From an optimization exercise on the open Yosys and OpenROAD flow, aimed at a short achievable clock period and few clock cycles; shortcuts taken in it are not production practice. In this exercise RTL edits were held to simulation tests only and were not proved equivalent to the original. No activity file was given, so power comes from the tool's default toggle rates.

**design/flow/run.sh**
```bash
#!/bin/bash
# synth_recipe.tcl (not shown) runs the flow's synth.tcl, then flattens the netlist and writes it again
# the make line also repeats each setting of config.mk as NAME=value (left out here)
make -C /OpenROAD-flow-scripts/flow DESIGN_CONFIG=/design/flow/config.mk WORK_HOME=/design/flow/orfs CLKGATE_MAP_FILE= SYNTH_SCRIPT=/design/flow/synth_recipe.tcl finish
```
**design/flow/config.mk**
```make
export PLATFORM = sky130hd
export DESIGN_NAME = mipsPipeline
export DESIGN_NICKNAME = mipsPipeline
export VERILOG_FILES = /design/flow/design.v
export SDC_FILE = /design/flow/constraint.sdc
export NUM_CORES = 4
export LEC_CHECK = 0
export CAP_MARGIN = 20
export CORE_MARGIN = 2
export CORE_UTILIZATION = 40
export SLEW_MARGIN = 20
```
**design/flow/constraint.sdc**
```tcl
create_clock -name core_clock -period 9.0 [get_ports {clock}]
set_input_delay 1.8000 -clock core_clock [delete_from_list [all_inputs] [get_ports {clock}]]
set_output_delay 1.8000 -clock core_clock [all_outputs]
set_load 0.01 [all_outputs]
```
**design/flow/design.v**
```verilog
package isaPkg;
   localparam int dataWidth    = 32;    
   localparam int regAddrWidth = 5;     
   localparam int opcodeMsb = 31;
   localparam int opcodeLsb = 26;
   localparam int rsMsb     = 25;
   localparam int rsLsb     = 21;
   localparam int rtMsb     = 20;
   localparam int rtLsb     = 16;
   localparam int rdMsb     = 15;
   localparam int rdLsb     = 11;
   localparam int shamtMsb  = 10;
   localparam int shamtLsb  = 6;
   localparam int functMsb  = 5;
   localparam int functLsb  = 0;
   localparam int immMsb    = 15;
   localparam int immLsb    = 0;
   localparam logic [dataWidth-1:0] nopWord = '0;    
   typedef enum logic [5:0]
   {
      rType = 6'b000000,
      lw    = 6'b100011,
      sw    = 6'b101011,
      beq   = 6'b000100
   } opcodeT;
   typedef enum logic [5:0]
   {
      sllF = 6'b000000,
      addF = 6'b100000,
      subF = 6'b100010,
      andF = 6'b100100,
      orF  = 6'b100101
   } functT;
endpackage
package pipelinePkg;
   localparam int          dataDepth     = 64;    
   localparam int          dataAddrWidth = 6;
   localparam logic [31:0] resetPc       = 32'h0000_0000;
   typedef enum logic [2:0]
   {
      aluAdd = 3'b000,
      aluSub = 3'b001,
      aluAnd = 3'b010,
      aluOr  = 3'b011,
      aluSll = 3'b100
   } aluOpT;
   typedef enum logic [1:0]
   {
      memAccess = 2'b00,
      branchCmp = 2'b01,
      rTypeFn   = 2'b10
   } aluClassT;
   typedef enum logic [1:0]
   {
      fromRegister  = 2'b00,
      fromWriteBack = 2'b01,
      fromMemory    = 2'b10
   } forwardT;
endpackage
`timescale 1ns/1ps
import isaPkg::*;
import pipelinePkg::*;
module fetchStage
(
   input  logic                 clock,
   input  logic                 reset,
   input  logic                 stall,
   input  logic                 flush,
   input  logic                 branchTaken,
   input  logic [dataWidth-1:0] branchTarget,
   input  logic [dataWidth-1:0] instruction,
   output logic [dataWidth-1:0] fetchAddress,
   output logic [dataWidth-1:0] idInstruction,
   output logic [dataWidth-1:0] idPcPlus4
);
   logic [dataWidth-1:0] pc;
   logic [dataWidth-1:0] pcPlus4;
   logic [dataWidth-1:0] nextPc;
   assign pcPlus4      = pc + dataWidth'(4);
   assign nextPc       = branchTaken ? branchTarget : pcPlus4;    
   assign fetchAddress = pc;
   always_ff @(posedge clock)
   begin
      if (reset)
      begin
         pc            <= resetPc;
         idInstruction <= nopWord;
      end
      else if (flush)
      begin
         pc            <= nextPc;
         idInstruction <= nopWord;    
      end
      else if (!stall)
      begin
         pc            <= nextPc;
         idInstruction <= instruction;
      end
   end
   always_ff @(posedge clock)
   begin
      if (!stall)
         idPcPlus4 <= pcPlus4;
   end
endmodule
`timescale 1ns/1ps
import isaPkg::*;
import pipelinePkg::*;
module hazardUnit
(
   input  logic [dataWidth-1:0]    idInstruction,
   input  logic                    exMemRead,
   input  logic                    exRegWrite,
   input  logic [regAddrWidth-1:0] exDest,
   input  logic                    memMemRead,
   input  logic [regAddrWidth-1:0] memDest,
   input  logic                    branchTaken,
   output logic                    stall,
   output logic                    flush
);
   isaPkg::opcodeT                  opcode;
   logic [regAddrWidth-1:0] rs;
   logic [regAddrWidth-1:0] rt;
   logic                    usesRt;
   logic                    exHitsRs;
   logic                    exHitsRt;
   logic                    memHits;
   logic                    loadUse;
   logic                    branchWait;
   assign opcode = isaPkg::opcodeT'(idInstruction[opcodeMsb:opcodeLsb]);
   assign rs     = idInstruction[rsMsb:rsLsb];
   assign rt     = idInstruction[rtMsb:rtLsb];
   assign usesRt = (opcode != lw);    
   assign exHitsRs = (exDest != '0) && (exDest == rs);
   assign exHitsRt = (exDest != '0) && (exDest == rt);
   assign memHits  = (memDest != '0) && ((memDest == rs) || (memDest == rt));
   assign loadUse    = exMemRead && (exHitsRs || (usesRt && exHitsRt));
   assign branchWait = (opcode == beq) &&
                       ((exRegWrite && (exHitsRs || exHitsRt)) || (memMemRead && memHits));
   assign stall = loadUse || branchWait;
   assign flush = branchTaken;
endmodule
`timescale 1ns/1ps
import isaPkg::*;
import pipelinePkg::*;
module registerFile
(
   input  logic                    clock,
   input  logic                    reset,
   input  logic [regAddrWidth-1:0] readAddrA,
   input  logic [regAddrWidth-1:0] readAddrB,
   input  logic                    writeEnable,
   input  logic [regAddrWidth-1:0] writeAddr,
   input  logic [dataWidth-1:0]    writeData,
   output logic [dataWidth-1:0]    readDataA,
   output logic [dataWidth-1:0]    readDataB
);
   logic [dataWidth-1:0] registers [2**regAddrWidth];
   always_ff @(posedge clock)
   begin
      if (reset)
      begin
         for (int i = 0; i < 2**regAddrWidth; i++)
            registers[i] <= '0;
      end
      else if (writeEnable && (writeAddr != '0))    
         registers[writeAddr] <= writeData;
   end
   assign readDataA = (writeEnable && (writeAddr == readAddrA) && (readAddrA != '0)) ?
                      writeData : registers[readAddrA];
   assign readDataB = (writeEnable && (writeAddr == readAddrB) && (readAddrB != '0)) ?
                      writeData : registers[readAddrB];
endmodule
`timescale 1ns/1ps
import isaPkg::*;
import pipelinePkg::*;
module decodeStage
(
   input  logic                    clock,
   input  logic                    reset,
   input  logic [dataWidth-1:0]    idInstruction,
   input  logic [dataWidth-1:0]    idPcPlus4,
   input  logic                    stall,
   input  logic [dataWidth-1:0]    readDataA,
   input  logic [dataWidth-1:0]    readDataB,
   input  logic                    memRegWrite,
   input  logic [regAddrWidth-1:0] memDest,
   input  logic [dataWidth-1:0]    memAluResult,
   output logic [regAddrWidth-1:0] readAddrA,
   output logic [regAddrWidth-1:0] readAddrB,
   output logic                    branchTaken,
   output logic [dataWidth-1:0]    branchTarget,
   output logic                    exMemRead,
   output logic                    exRegWrite,
   output logic                    exMemToReg,
   output logic                    exMemWrite,
   output logic                    exAluSrc,
   output pipelinePkg::aluClassT                exAluClass,
   output logic [regAddrWidth-1:0] exRs,
   output logic [regAddrWidth-1:0] exRt,
   output logic [regAddrWidth-1:0] exDest,
   output logic [dataWidth-1:0]    exDataA,
   output logic [dataWidth-1:0]    exDataB,
   output logic [dataWidth-1:0]    exImmediate
);
   isaPkg::opcodeT                  opcode;
   logic [regAddrWidth-1:0] rs;
   logic [regAddrWidth-1:0] rt;
   logic [regAddrWidth-1:0] rd;
   logic [dataWidth-1:0]    immediate;
   logic [dataWidth-1:0]    compareA;
   logic [dataWidth-1:0]    compareB;
   logic                    regDst;
   logic                    aluSrc;
   logic                    memToReg;
   logic                    regWrite;
   logic                    memRead;
   logic                    memWrite;
   logic                    isBranch;
   pipelinePkg::aluClassT                aluClass;
   assign opcode    = isaPkg::opcodeT'(idInstruction[opcodeMsb:opcodeLsb]);
   assign rs        = idInstruction[rsMsb:rsLsb];
   assign rt        = idInstruction[rtMsb:rtLsb];
   assign rd        = idInstruction[rdMsb:rdLsb];
   assign immediate = {{(dataWidth - immMsb - 1){idInstruction[immMsb]}},
                       idInstruction[immMsb:immLsb]};
   assign readAddrA = rs;
   assign readAddrB = rt;
   always_comb
   begin
      {regDst, aluSrc, memToReg, regWrite, memRead, memWrite, isBranch} = '0;
      aluClass = memAccess;
      case (opcode)
         rType:
         begin
            regDst   = 1'b1;
            regWrite = 1'b1;
            aluClass = rTypeFn;
         end
         lw:
         begin
            aluSrc   = 1'b1;
            memToReg = 1'b1;
            regWrite = 1'b1;
            memRead  = 1'b1;
         end
         sw:
         begin
            aluSrc   = 1'b1;
            memWrite = 1'b1;
         end
         beq:
         begin
            isBranch = 1'b1;
            aluClass = branchCmp;
         end
         default: ;    
      endcase
   end
   assign compareA = (memRegWrite && (memDest != '0) && (memDest == rs)) ? memAluResult : readDataA;
   assign compareB = (memRegWrite && (memDest != '0) && (memDest == rt)) ? memAluResult : readDataB;
   assign branchTaken  = isBranch && (compareA == compareB) && !stall;
   assign branchTarget = idPcPlus4 + {immediate[dataWidth-3:0], 2'b00};
   always_ff @(posedge clock)
   begin
      if (reset || stall)
      begin
         {exMemRead, exRegWrite, exMemToReg, exMemWrite, exAluSrc} <= '0;
         exAluClass <= memAccess;
      end
      else
      begin
         {exMemRead, exRegWrite, exMemToReg, exMemWrite, exAluSrc} <=
            {memRead, regWrite, memToReg, memWrite, aluSrc};
         exAluClass <= aluClass;
      end
   end
   always_ff @(posedge clock)
   begin
      exRs        <= rs;
      exRt        <= rt;
      exDest      <= regDst ? rd : rt;    
      exDataA     <= readDataA;
      exDataB     <= readDataB;
      exImmediate <= immediate;           
   end
endmodule
`timescale 1ns/1ps
import isaPkg::*;
import pipelinePkg::*;
module executeStage
(
   input  logic                    clock,
   input  logic                    reset,
   input  logic                    exMemRead,
   input  logic                    exRegWrite,
   input  logic                    exMemToReg,
   input  logic                    exMemWrite,
   input  logic                    exAluSrc,
   input  pipelinePkg::aluClassT                exAluClass,
   input  logic [regAddrWidth-1:0] exRs,
   input  logic [regAddrWidth-1:0] exRt,
   input  logic [regAddrWidth-1:0] exDest,
   input  logic [dataWidth-1:0]    exDataA,
   input  logic [dataWidth-1:0]    exDataB,
   input  logic [dataWidth-1:0]    exImmediate,
   input  logic                    wbWrite,
   input  logic [regAddrWidth-1:0] wbDest,
   input  logic [dataWidth-1:0]    wbData,
   output logic                    memRegWrite,
   output logic                    memMemRead,
   output logic                    memMemWrite,
   output logic                    memMemToReg,
   output logic [regAddrWidth-1:0] memDest,
   output logic [dataWidth-1:0]    memAluResult,
   output logic [dataWidth-1:0]    memStoreData
);
   pipelinePkg::forwardT                    forwardA;
   pipelinePkg::forwardT                    forwardB;
   logic [dataWidth-1:0]       operandA;
   logic [dataWidth-1:0]       storeValue;    
   logic [dataWidth-1:0]       operandB;
   isaPkg::functT                      funct;
   logic [shamtMsb-shamtLsb:0] shamt;
   pipelinePkg::aluOpT                      aluOp;
   logic [dataWidth-1:0]       aluResult;
   always_comb
   begin
      if (exRs == '0)
         forwardA = fromRegister;
      else if (memRegWrite && (memDest == exRs))
         forwardA = fromMemory;
      else if (wbWrite && (wbDest == exRs))
         forwardA = fromWriteBack;
      else
         forwardA = fromRegister;
      if (exRt == '0)
         forwardB = fromRegister;
      else if (memRegWrite && (memDest == exRt))
         forwardB = fromMemory;
      else if (wbWrite && (wbDest == exRt))
         forwardB = fromWriteBack;
      else
         forwardB = fromRegister;
   end
   always_comb
   begin
      case (forwardA)
         fromMemory:    operandA = memAluResult;
         fromWriteBack: operandA = wbData;
         default:       operandA = exDataA;
      endcase
      case (forwardB)
         fromMemory:    storeValue = memAluResult;
         fromWriteBack: storeValue = wbData;
         default:       storeValue = exDataB;
      endcase
   end
   assign operandB = exAluSrc ? exImmediate : storeValue;
   assign funct    = isaPkg::functT'(exImmediate[functMsb:functLsb]);
   assign shamt    = exImmediate[shamtMsb:shamtLsb];
   always_comb
   begin
      case (exAluClass)
         memAccess: aluOp = aluAdd;    
         branchCmp: aluOp = aluSub;
         default:
         begin
            case (funct)
               subF:    aluOp = aluSub;
               andF:    aluOp = aluAnd;
               orF:     aluOp = aluOr;
               sllF:    aluOp = aluSll;
               default: aluOp = aluAdd;
            endcase
         end
      endcase
   end
   always_comb
   begin
      case (aluOp)
         aluSub:  aluResult = operandA - operandB;
         aluAnd:  aluResult = operandA & operandB;
         aluOr:   aluResult = operandA | operandB;
         aluSll:  aluResult = operandB << shamt;    
         default: aluResult = operandA + operandB;
      endcase
   end
   always_ff @(posedge clock)
   begin
      if (reset)
         {memRegWrite, memMemRead, memMemWrite, memMemToReg} <= '0;
      else
         {memRegWrite, memMemRead, memMemWrite, memMemToReg} <=
            {exRegWrite, exMemRead, exMemWrite, exMemToReg};
   end
   always_ff @(posedge clock)
   begin
      memDest      <= exDest;
      memAluResult <= aluResult;
      memStoreData <= storeValue;
   end
endmodule
`timescale 1ns/1ps
import isaPkg::*;
import pipelinePkg::*;
module memoryStage
(
   input  logic                    clock,
   input  logic                    reset,
   input  logic                    memRegWrite,
   input  logic                    memMemRead,
   input  logic                    memMemWrite,
   input  logic                    memMemToReg,
   input  logic [regAddrWidth-1:0] memDest,
   input  logic [dataWidth-1:0]    memAluResult,
   input  logic [dataWidth-1:0]    memStoreData,
   output logic                    wbWrite,
   output logic [regAddrWidth-1:0] wbDest,
   output logic [dataWidth-1:0]    wbData,
   output logic                    storeValid,
   output logic [dataWidth-1:0]    storeAddress,
   output logic [dataWidth-1:0]    storeData
);
   logic [dataWidth-1:0]     dataMemory [dataDepth];
   logic [dataAddrWidth-1:0] wordAddress;
   logic [dataWidth-1:0]     loadData;
   assign wordAddress = memAluResult[dataAddrWidth+1:2];    
   assign loadData    = memMemRead ? dataMemory[wordAddress] : '0;
   always_ff @(posedge clock)
   begin
      if (reset)
      begin
         for (int i = 0; i < dataDepth; i++)
            dataMemory[i] <= dataWidth'(i);    
      end
      else if (memMemWrite)
         dataMemory[wordAddress] <= memStoreData;
   end
   assign storeValid   = memMemWrite;
   assign storeAddress = memAluResult;
   assign storeData    = memStoreData;
   always_ff @(posedge clock)
   begin
      if (reset)
         wbWrite <= 1'b0;
      else
         wbWrite <= memRegWrite && (memDest != '0);    
   end
   always_ff @(posedge clock)
   begin
      wbDest <= memDest;
      wbData <= memMemToReg ? loadData : memAluResult;
   end
endmodule
`timescale 1ns/1ps
import isaPkg::*;
import pipelinePkg::*;
module mipsPipeline
(
   input  logic                    clock,
   input  logic                    reset,
   input  logic [dataWidth-1:0]    instruction,
   output logic [dataWidth-1:0]    fetchAddress,
   output logic                    retireValid,
   output logic [regAddrWidth-1:0] retireRegister,
   output logic [dataWidth-1:0]    retireData,
   output logic                    storeValid,
   output logic [dataWidth-1:0]    storeAddress,
   output logic [dataWidth-1:0]    storeData
);
   logic                    stall;
   logic                    flush;
   logic                    branchTaken;
   logic [dataWidth-1:0]    branchTarget;
   logic [dataWidth-1:0]    idInstruction;
   logic [dataWidth-1:0]    idPcPlus4;
   logic [regAddrWidth-1:0] readAddrA;
   logic [regAddrWidth-1:0] readAddrB;
   logic [dataWidth-1:0]    readDataA;
   logic [dataWidth-1:0]    readDataB;
   logic                    exMemRead;
   logic                    exRegWrite;
   logic                    exMemToReg;
   logic                    exMemWrite;
   logic                    exAluSrc;
   pipelinePkg::aluClassT                exAluClass;
   logic [regAddrWidth-1:0] exRs;
   logic [regAddrWidth-1:0] exRt;
   logic [regAddrWidth-1:0] exDest;
   logic [dataWidth-1:0]    exDataA;
   logic [dataWidth-1:0]    exDataB;
   logic [dataWidth-1:0]    exImmediate;
   logic                    memRegWrite;
   logic                    memMemRead;
   logic                    memMemWrite;
   logic                    memMemToReg;
   logic [regAddrWidth-1:0] memDest;
   logic [dataWidth-1:0]    memAluResult;
   logic [dataWidth-1:0]    memStoreData;
   logic                    wbWrite;
   logic [regAddrWidth-1:0] wbDest;
   logic [dataWidth-1:0]    wbData;
   fetchStage   fetch   (.*);
   hazardUnit   hazard  (.*);
   decodeStage  decode  (.*);
   executeStage execute (.*);
   memoryStage  memory  (.*);
   registerFile regs
   (
      .clock       (clock),
      .reset       (reset),
      .readAddrA   (readAddrA),
      .readAddrB   (readAddrB),
      .writeEnable (wbWrite),
      .writeAddr   (wbDest),
      .writeData   (wbData),
      .readDataA   (readDataA),
      .readDataB   (readDataB)
   );
   assign retireValid    = wbWrite;
   assign retireRegister = wbDest;
   assign retireData     = wbData;
endmodule
```
==> flow_metrics.py <==
metrics = {
    "power_and_ir_drop": {
        "clockPowerShare": 0.329,
        "p_switching_mw": 15.79,
        "p_int_mw": 29.09,
        "powerDensity_mw_per_mm2": 245.7,
        "power_mw": 44.88,
        "peakVddDrop_mv": 0.2014,
        "seq_power_share": 0.419,
        "p_leak_nw": 63.10,
        "switching_share": 0.3518,
        "p_comb_frac": 0.252,
    },
    "worst_setup_path": {
        "crit_path_max_incr_delay_ns": 0.53,
        "slowest_stage": "dfxtp_1",
        "regToRegEndpoint": "execute.memAluResult[30]$_DFF_P_",
        "critPathMaxFanout": 52,
        "timing.rr.start": "execute.memDest[2]$_DFF_P_",
        "path_delay_family": "simple AND/OR/NAND/NOR gates",
        "critPathRequiredTime_ns": 9.88,
        "crit_buf_inv": 3,
        "start_kind": "flop",
        "endpoint": "execute.memAluResult[30]$_DFF_P_",
        "startpoint": "execute.memDest[2]$_DFF_P_",
        "path_class": "reg2reg",
        "r2r_cells": 30,
        "crit_cells": 30,
        "reg2reg_setup_slack_ns": 1.52,
        "cp-end-kind": "flop",
        "cp.arrival_ns": 8.36,
    },
    "clock_tree": {
        "post_cts_buffers": 0,
        "cts_sinks": 3389,
        "path_clk_slew_ns": 0.06,
        "numCtsBuffers": 362,
        "htreeDepth": 5,
        "clock_latency_ns": 1.01,
        "cts-hold-fix-buffers": 0,
        "cts_tree": "built",
        "cts-resized-gates": 0,
        "cts_root_buf": "clkbuf_16",
        "clockBufferDepth": 4,
    },
    "run": {
        "cap_violations": 0,
    },
    "logic_synthesis": {
        "synth_ff_type": "edfxtp_1",
        "synth_cells": 12490,
        "synth_cell_type_count": 107,
        "synth_area_mm2": 0.1627,
        "ys_seq_area_frac": 0.6080,
        "synth_edf_count": 3104,
        "postSynth.asyncResetShare": 0,
        "syn_area_per_cell_um2": 13.03,
        "ys_ff_latch": 3389,
        "yosysWarnings": 5,
    },
    "floorplanning": {
        "chipWidth_um": 641.7,
        "core_area_mm2": 0.4055,
        "dieHeight_um": 641.7,
        "initial_core_util": 0.4012,
        "die_area_mm2": 0.4118,
        "pin_count": 169,
        "rows": 234,
    },
    "placement": {
        "io_buffers": 168,
        "place_congestion": 0.9492,
        "hpwl_mm": 363.9,
        "dp.cells": 17240,
    },
    "cells_and_area": {
        "area_growth_pct": 12.29,
        "post-route-util": 0.4505,
        "layout-drive-gt1-share": 0.1365,
        "instances_no_fill": 17910,
        "multi_input_area_mm2": 0.05989,
        "layout.area.seq_mm2": 0.09901,
        "fillers": 35920,
        "nNetsFinal": 12280,
    },
    "global_route": {
        "grt_max_degree": 93,
        "grt_first_pass_wirelength_mm": 851.7,
        "grtUsageTotal": 0.2866,
        "overflow": 0,
        "antenna_found_initial": 53,
        "grt_pass1_vias": 109800,
    },
    "outcome": {
        "status": "no timing/DRC/antenna violations",
    },
    "timing": {
        "slew_viol_final": 0,
        "period_needed_ns": 7.476,
        "hold_violations": 0,
        "fmax_mhz": 133.8,
        "fin_skew_ns": 0.1080,
        "relSlewSlack": 0.1644,
        "tightestPinTransition_ns": 1.242,
        "rsz0062_at_grt": "false",
        "finalSetupTns_ns": 0,
        "period_share": 0.8307,
        "setup_viol": 0,
    },
    "drt": {
        "viasPerCell": 6.298,
        "vias": 112800,
        "firstDrtPassIters": 8,
        "wirelength_mm": 609.8,
        "wl_per_cell_um": 34.04,
        "drc": 0,
        "detail-route-antenna-nets": 0,
        "dr.first_iter.drc_count": 16110,
    },
    "min_path": {
        "hold_path_class": "reg2reg",
    },
}
## worst reg2reg max path, delay by kind of cell, from the launching register on
kind                       cells  cell delay (ns)
xor gates and xnor gates       2             0.33
buffers and inverters          3             0.48
adders and majority gates      3             0.93
muxes                          1             0.17
DFF                            1             0.53
AOI/OAI and AO/OA              8             2.10
and+or+nand+nor               13             2.84
## Yosys cell counts (72+ instances only)
cell / instances / area [um^2]
clkbuf_1: 1017 / 3817
ha_1: 72 / 900.9
edfxtp_1: 3104 / 93210
mux4_2: 385 / 8671
xnor2_1: 114 / 998.5
a221oi_1: 230 / 2014
o21ai_0: 269 / 1346
inv_1: 87 / 326.6
buf_1: 140 / 525.5
nand3_1: 103 / 515.5
a31oi_1: 205 / 1282
nand2_1: 285 / 1070
a22o_1: 222 / 1944
or3_1: 207 / 1295
nor2_1: 314 / 1179
mux2i_1: 355 / 3553
nor3_1: 143 / 715.7
a21oi_1: 200 / 1001
a22oi_1: 970 / 7282
nand4_1: 124 / 775.7
dfxtp_1: 285 / 5705
and2_1: 2803 / 17540
## flip-flops by register name, summed over array words and instances, names as in the netlist, 5 cells and up, named ones only
name,count
decode.exDataA,32
decode.exDataB,32
decode.exDest,5
decode.exImmediate,16
decode.exRs,5
decode.exRt,5
execute.memAluResult,32
execute.memDest,5
execute.memStoreData,32
fetch.idInstruction,32
fetch.idPcPlus4,32
fetch.pc,32
memory.dataMemory,2048
memory.wbData,32
memory.wbDest,5
regs.registers,1024
## stage by stage
| step | cell area [um^2] | setup slack [ns] | hold WS [ns] |
|---|---|---|---|
| 2_1_floorplan | 162800 | 2.820 | 0.3258 |
| 3_3_place_gp | 171100 | 1.115 | 0.3910 |
| 3_5_place_dp | 171200 | 1.595 | 0.3884 |
| 4_1_cts | 182600 | 1.626 | 0.3937 |
| 5_1_grt | 182600 | 1.067 | 0.4020 |
| 6_report | 182700 | 1.524 | 0.4008 |
## layout by cell type (no fill, tap or decap), types with 35 or more instances in the layout
cell,Yosys,final
nor2b_1,40,35
nand4_1,124,124
xor2_1,66,66
clkdlybuf4s50_1,0,167
and3_1,45,43
clkbuf_16,0,365
nor2_2,0,45
nor2_4,0,55
a31oi_1,205,201
nor2_1,314,214
clkbuf_1,1017,87
nor4_1,47,41
nand3_1,103,103
ha_1,72,71
a22o_1,222,222
buf_4,40,399
o21ai_0,269,173
mux4_2,385,385
dfxtp_1,285,221
o21ai_4,0,96
edfxtp_1,3104,3104
mux2i_1,355,355
clkinv_1,1,78
inv_1,87,85
and2_1,2803,2802
a22oi_1,970,970
a221oi_1,230,230
clkinv_2,0,52
dfxtp_2,0,58
a21oi_1,200,199
nand2_1,285,273
nor3_1,143,137
xnor2_1,114,114
or3_1,207,205
mux2_2,36,36
## cell type report
class | instances | share of cell area
inverters | 89 | 0.001877
multi-input cells | 7739 | 0.3278
clock buffers | 464 | 0.05269
clock inverters | 190 | 0.009603
diodes | 19 | 0.0002603
flip-flops and latches | 3389 | 0.5420
well taps | 5428 | 0.03718
repair buffers | 594 | 0.02854
## worst min-delay path by stage
stage                                               from                            end  slack [ns]  cells past startpoint
floorplan           fetch.idInstruction[16]$_SDFFE_PP0N_         decode.exRt[0]$_DFF_P_        0.33                      0
global placement     fetch.idInstruction[0]$_SDFFE_PP0N_  decode.exImmediate[0]$_DFF_P_        0.39                      0
detailed placement   fetch.idInstruction[0]$_SDFFE_PP0N_  decode.exImmediate[0]$_DFF_P_        0.39                      0
CTS                  fetch.idInstruction[0]$_SDFFE_PP0N_  decode.exImmediate[0]$_DFF_P_        0.39                      0
global route         fetch.idInstruction[0]$_SDFFE_PP0N_  decode.exImmediate[0]$_DFF_P_        0.40                      0
finish               fetch.idInstruction[0]$_SDFFE_PP0N_  decode.exImmediate[0]$_DFF_P_        0.40                      0
## kinds of logic after synthesis
family / synth area share
buffers and inverters: 0.03612
muxes: 0.07838
other: 0.00002305
and+or+nand+nor: 0.1535
adders and majority gates: 0.007630
AOI/OAI and AO/OA: 0.1066
xor gates and xnor gates: 0.009691
DFF: 0.6080
## layer usage
metal / track usage / vias up / part of all wire
li1: - / 46440 / -
met1: 0.3731 / 58110 / 0.38
met2: 0.4476 / 6834 / 0.46
met3: 0.05758 / 1394 / 0.10
met4: 0.1618 / 32 / 0.064
met5: 0 / - / 0.00044
## power by group through the flow
stage | Clock, mW | Sequential, mW | Combinational (mW)
detailed placement | 0 | 19.1 | 11.0
global placement | 0 | 19.1 | 10.9
finish | 14.7 | 18.8 | 11.3
CTS | 14.8 | 18.8 | 11.0
global route | 15.4 | 18.8 | 11.6
floorplan | 0 | 18.6 | 5.36
Testbench counts, summed over its fixed seeds: cycles 18,074.

==> separate check: timing with driven ports <==
The flow's constraints put no driver on any port. The routed layout listed below was extracted and timed again, unchanged, in two steps. Step 1, drivers: a clkbuf_16 drives clock and a buf_2 each remaining input, both assumed. Step 2, shift: input delay + t, output delay - t, t = (earliest + latest rising clock arrival at the registers) / 2. This alone moves slack from input paths to output paths. Slacks: ideal ports / drivers / drivers and shift; pairs: ideal ports / drivers.
shift t [ns]: 1.079
setup slack, ns: 1.524 / 1.524 / 1.524
worst setup path after step 2: register to register
After both steps this run still meets setup and hold. For this run, drivers alone change the setup slack by 0.000 ns; drivers and shift together by 0.000 ns.
